This is an optimization exercise on Yosys and OpenROAD, whose aim is small area, a short achievable clock period and few clock cycles per item, not a production implementation.
RTL that was checked went through simulation tests only; none was proved equivalent to the original.
Treat power and IR drop as tool artefacts here; the default activity estimate runs too high for this design.

== try-zinc ==
==> flow/design.v (excerpt) <==
module audio_to_direct_recording_bits (
  input  logic        clk_i,
  input  logic        rst_ni,
  input  logic        psel,
  input  logic        penable,
  input  logic        pwrite,
  input  logic [3:0]  paddr,
  input  logic [31:0] pwdata,
  output logic [31:0] prdata,
  output logic        pready,
  input  logic        in_valid_i,
  output logic        in_ready_o,
  input  logic [7:0]  sample_value_i,
  input  logic        is_last_i,
  output logic        out_valid_o,
  input  logic        out_ready_i,
  output logic [7:0]  packed_byte_o,
  output logic [3:0]  valid_bits_o,
  output logic        final_byte_o,
  output logic [23:0] total_bytes_o,
  output logic        run_clipped_o
);
  localparam logic [8:0]  Q_SAT   = 9'd505;
  localparam logic [23:0] RUN_MAX = 24'hFF_FFFE;   
  logic [7:0]  threshold_q;
  logic        mode_q;
  logic [23:0] period_q;
  logic [15:0] tsb_eff;            
  logic        tsb_zero_q;         
  logic        cfg_wr;
  assign pready  = 1'b1;
  assign cfg_wr  = psel && penable && pwrite;
  always_ff @(posedge clk_i or negedge rst_ni) begin
    if (!rst_ni) begin
      threshold_q <= 8'd127;
      mode_q      <= 1'b0;
      period_q    <= 24'd20317;
      tsb_eff     <= 16'd79;
      tsb_zero_q  <= 1'b0;
    end else if (cfg_wr) begin
      case (paddr[3:2])
        atdrb_pkg::REG_THRESHOLD: threshold_q <= pwdata[7:0];
        atdrb_pkg::REG_MODE:      mode_q      <= pwdata[0];
        atdrb_pkg::REG_PERIOD:    period_q    <= pwdata[23:0];
        atdrb_pkg::REG_TSB: begin
          tsb_eff    <= {pwdata[15:1], pwdata[0] || pwdata[15:0] == 16'd0};
          tsb_zero_q <= pwdata[15:0] == 16'd0;
        end
        default: ;
      endcase
    end
  end
  always_comb begin
    case (paddr[3:2])
      atdrb_pkg::REG_THRESHOLD: prdata = {24'd0, threshold_q};
  ...
Size: about 1600 cells after synthesis, about 240 flip-flops, roughly 16000 sq um of cells after synthesis.
==> flow/config.mk <==
export PLATFORM = sky130hd
export DESIGN_NAME = audio_to_direct_recording_bits
export DESIGN_NICKNAME = audio_to_direct_recording_bits
export VERILOG_FILES = /design/flow/design.v
export SDC_FILE = /design/flow/constraint.sdc
export NUM_CORES = 4
export LEC_CHECK = 0
export CAP_MARGIN = 20
export CORE_MARGIN = 2
export CORE_UTILIZATION = 45
export CTS_CLUSTER_DIAMETER = 80
export CTS_CLUSTER_SIZE = 40
export SETUP_SLACK_MARGIN = 4.6
export SLEW_MARGIN = 20
==> flow/constraint.sdc <==
create_clock -name core_clock -period 9.0 [get_ports {clk_i}]
set_input_delay 1.8000 -clock core_clock [delete_from_list [all_inputs] [get_ports {clk_i}]]
set_output_delay 1.8000 -clock core_clock [all_outputs]
set_load 0.01 [all_outputs]
standard.sh (not shown) runs the stock make flow with config.mk's settings and CLKGATE_MAP_FILE= SYNTH_SCRIPT=/design/flow/synth_recipe.tcl, a recipe that flattens the netlist after the stock synthesis.
==> flow/flow/run.sh <==
#!/bin/bash
# The standard layout, with plain buffers (not delay buffers) on the ports.
set -euo pipefail
export BUFFER_PORTS_ARGS="-buffer_cell sky130_fd_sc_hd__buf_2"
bash standard.sh > standard.log 2>&1
Testbench counts of try-zinc, summed over its fixed seeds: cycles 20,164, samples 19,200.
--- input diff try-zinc..try-raven ---
--- a/flow/config.mk
+++ b/flow/config.mk
@@ -13 +13 @@
-export SETUP_SLACK_MARGIN = 4.6
+export SETUP_SLACK_MARGIN = 5
Compared with try-zinc, try-raven shows a cell area that is about 0.9% higher. try-raven against try-zinc; total power is up slightly. Min fraction of standard cell area that is sequential across try-zinc and try-raven: try-raven. Relative to try-zinc, end-of-flow core utilization has increased by 0.44 points in try-raven.
Edits applied to the flow inputs when going from try-raven to try-garnet:
==> flow/run.sh (new file) <==
#!/bin/bash
# synth_recipe.tcl (not shown) runs the flow's synth.tcl, then flattens the netlist and writes it again
# the make line also repeats each setting of config.mk as NAME=value (left out here)
make -C /OpenROAD-flow-scripts/flow DESIGN_CONFIG=/design/flow/config.mk WORK_HOME=/design/flow/orfs CLKGATE_MAP_FILE= SYNTH_SCRIPT=/design/flow/synth_recipe.tcl finish
--- a/flow/config.mk
+++ b/flow/config.mk
@@ -13 +13 @@
-export SETUP_SLACK_MARGIN = 5
+export SETUP_SLACK_MARGIN = 4.6
removed: flow/flow/run.sh
removed: flow/standard.sh
### Flow results
try-garnet vs try-raven on maximum vdd ir drop: try-garnet is the higher one. Total wire length (lower): try-raven. Going from try-raven to try-garnet, maximum clock rate went down, final weighted congestion in routability-driven placement went up by about 2.2%, worst setup slack shrank by 210 ps. Total power, try-garnet vs try-raven: down slightly.

== job 6306 ==
audio_to_direct_recording_bits, a different RTL version from the one above (not shown whole).
For scale: ~1600 cells after synthesis, about 240 flip-flops.
clock: 9.0 ns
lec_check: 0
cap_margin: 20
core_margin: 2
core_utilization: 45
cts_buf_list: sky130_fd_sc_hd__clkbuf_4 sky130_fd_sc_hd__clkbuf_8
cts_cluster_size: 30
setup_slack_margin: 5
slew_margin: 20
run.sh (not shown) runs the stock make flow with config.mk's settings and CLKGATE_MAP_FILE= SYNTH_SCRIPT=/design/flow/synth_recipe.tcl, a recipe that flattens the netlist after the stock synthesis.
Stock flow here: none of the scripts above is used.
Testbench counts of job 6306, summed over its fixed seeds: cycles 20,556, samples 19,200.
Changes in job 4257 relative to job 6306:
Settings: putting CTS_CLUSTER_DIAMETER at 60 where nothing was set; swapping sky130_fd_sc_hd__clkbuf_4 sky130_fd_sc_hd__clkbuf_8 for sky130_fd_sc_hd__clkbuf_16 in CTS_BUF_LIST; swapping 5 for 4.6 in SETUP_SLACK_MARGIN; swapping 30 for 50 in CTS_CLUSTER_SIZE.
- Taking job 6306 as the reference, in job 4257 routing usage on met3 decreased 1.1 points, met1 wire length moved down, cell area -0.54%, clock power saw an increase.
- Total power, job 4257 and job 6306: higher on job 4257
Input changes introduced in job 6573 (baseline for comparison: job 4257):
Settings: a change of CTS_CLUSTER_SIZE from 50 to 40; a change of CTS_CLUSTER_DIAMETER from 60 to 80; a deleted CTS_BUF_LIST that had been sky130_fd_sc_hd__clkbuf_16.
## What came out
- Job 6573 vs. job 4257: final routed wirelength across all metal layers comparable, via count now sits lower, fmax level.
- Between job 4257 and job 6573, the flow reports count of cells resized by post-cts repair increasing slightly.
- Higher share of post-route cells with drive strength above 1 goes to job 4257 over job 6573.

== job 101 ==
audio_to_direct_recording_bits, a different RTL version from the one above (not shown whole).
Size: about 1600 cells after synthesis, about 240 flip-flops, ~130 I/O pins.
Settings: LEC_CHECK=0, CAP_MARGIN=20, CORE_MARGIN=2, CORE_UTILIZATION=45, CTS_CLUSTER_DIAMETER=60, CTS_CLUSTER_SIZE=40, SETUP_SLACK_MARGIN=4.6, SLEW_MARGIN=20; clock period 9.0 ns.
standard.sh (not shown) runs the stock make flow with config.mk's settings and CLKGATE_MAP_FILE= SYNTH_SCRIPT=/design/flow/synth_recipe.tcl, a recipe that flattens the netlist after the stock synthesis.
==> flow/flow/run.sh <==
#!/bin/bash
# The standard layout, with plain buffers (not delay buffers) on the ports.
set -euo pipefail
export BUFFER_PORTS_ARGS="-buffer_cell sky130_fd_sc_hd__buf_2"
bash standard.sh > standard.log 2>&1
Edits applied to the flow inputs when going from job 101 to job 102:
- CTS_CLUSTER_SIZE changed from 40 to 30
Notes after the runs:
- Job 102: done, clean on timing, DRC and antenna
- Job 102 -> job 101: number of rows created at floorplan delta 0, exact match
- From job 102 to job 101, share of synthesized area occupied by flip-flops and latches did not move at all.
- Job 102 against job 101: total clock buffers created by CTS shows no meaningful change, worst reg2reg path depth shows no meaningful change.
- | sequential share of layout area | job 102 vs job 101 | ≈ equal |
- Job 101 → job 102: core utilization essentially unchanged, global-route usage essentially unchanged, global routing met3 resource utilization essentially unchanged, total grt overflow essentially unchanged.
Changes in job 103 relative to job 102:
- CTS_CLUSTER_SIZE changed from 30 to 36
- CTS_CLUSTER_DIAMETER changed from 60 to 70
Notes after the runs:
- Summary of job 103 over job 102: area occupied by multi-input gates barely changed, shortest period the worst path allows went down.
- Job 102 → job 103: logic depth of the worst setup path including buffers barely changed, final non-filler cell total lost 13.
- Job 103 vs job 102: final instance area down in job 103
- Total wirelength of the detailed-routed design: job 103 vs job 102 down 250 µm
Function was not checked in any run of this note: the RTL went through the layout flow alone.

audio_to_direct_recording_bits, a different RTL version from the one above (not shown whole).
Size: ~1,400 cells after synthesis, ~14,000 um2 of cells after synthesis.
==> flow/config.mk <==
export PLATFORM = sky130hd
export DESIGN_NAME = audio_to_direct_recording_bits
export DESIGN_NICKNAME = audio_to_direct_recording_bits
export VERILOG_FILES = /design/flow/design.v
export SDC_FILE = /design/flow/constraint.sdc
export NUM_CORES = 4
export LEC_CHECK = 0
export CAP_MARGIN = 20
export CORE_MARGIN = 2
export CORE_UTILIZATION = 80
export CTS_CLUSTER_DIAMETER = 60
export CTS_CLUSTER_SIZE = 36
export SETUP_SLACK_MARGIN = 4.6
export SLEW_MARGIN = 20
==> flow/constraint.sdc <==
create_clock -name core_clock -period 9.0 [get_ports {clk_i}]
set_input_delay 1.8000 -clock core_clock [delete_from_list [all_inputs] [get_ports {clk_i}]]
set_output_delay 1.8000 -clock core_clock [all_outputs]
set_load 0.01 [all_outputs]
Scripts as last shown in full above: flow/flow/run.sh
Testbench counts at the start, summed over its fixed seeds: cycles 20,164, samples 19,200.
Next try:
Settings changed: CORE_UTILIZATION 80 to 70, CTS_CLUSTER_DIAMETER 60 to 65.
What happened: Clock skew barely changes; worst setup slack is better by 0.31 ns; cell count came out higher by about 2.2%; final area came out lower by 0.53%; total power came out lower by 8.6%; register-to-register slack is better by 0.32 ns; synthesized cell count does not change; utilization came out lower by 12 points; combinational power came out lower by 13%.
Next try:
Settings changed: CTS_CLUSTER_DIAMETER 65 to 60, CTS_CLUSTER_SIZE 36 to 40.
Result: Global-route usage goes up by 0.32 points. Worst hold slack is worse by 0.0059 ns. Design area came out higher by about 0.36%. Critical path depth falls by 2. Clock skew is lower by 0.015 ns. Synthesized cell count is unchanged. Flip-flop and latch count does not change.

## what the ideal ports hide
The results above use ideal ports. As a check the final layouts listed here were re-extracted and re-timed, cells and wires unchanged.
Step 1 (the two cells are an assumption about what drives the block):
set clk [get_ports {clk_i}]
set_driving_cell -lib_cell sky130_fd_sc_hd__clkbuf_16 $clk
set_driving_cell -lib_cell sky130_fd_sc_hd__buf_2 [delete_from_list [all_inputs] $clk]
Step 2 adds t to the input delays and takes it off the output delays; t is the mean of the earliest and latest rising clock arrival at the registers after step 1. Input paths then give back, and output paths get back, about the clock's delay inside the block.
Slacks: ideal / step 1 / step 2; pairs: ideal / step 1.
| run | t (ns) | setup WS [ns] | worst data-port slew with drivers (ns) | cell pins on the clock port's net |
|---|---|---|---|---|
| try-zinc | 0.564 | 4.636 / 4.435 / 4.435 | 0.20 | 1 |
| try-raven | 0.560 | 4.636 / 4.412 / 4.412 | 0.23 | 1 |
| try-garnet | 0.553 | 4.426 / 4.377 / 4.377 | 0.06 | 1 |
| job 6306 | 0.597 | 4.495 / 4.456 / 4.456 | 0.10 | 1 |
| job 4257 | 0.595 | 4.547 / 4.492 / 4.492 | 0.06 | 1 |
| job 6573 | 0.557 | 4.544 / 4.488 / 4.488 | 0.06 | 1 |
| job 101 | 0.606 | 4.630 / 4.509 / 4.509 | 0.12 | 1 |
| job 102 | 0.606 | 4.630 / 4.509 / 4.509 | 0.12 | 1 |
| job 103 | 0.576 | 4.645 / 4.523 / 4.523 | 0.12 | 1 |
| the first run of note 4 | 0.551 | 4.347 / 4.347 / 4.347 | 0.15 | 1 |
| the second run of note 4 | 0.548 | 4.660 / 4.550 / 4.498 | 0.11 | 1 |
| the third run of note 4 | 0.545 | 4.630 / 4.518 / 4.463 | 0.11 | 1 |
After both steps every run listed still meets setup and hold. The setup slack of try-raven, which loses most, moves by -0.224 ns with the drivers and by -0.224 ns with both steps.
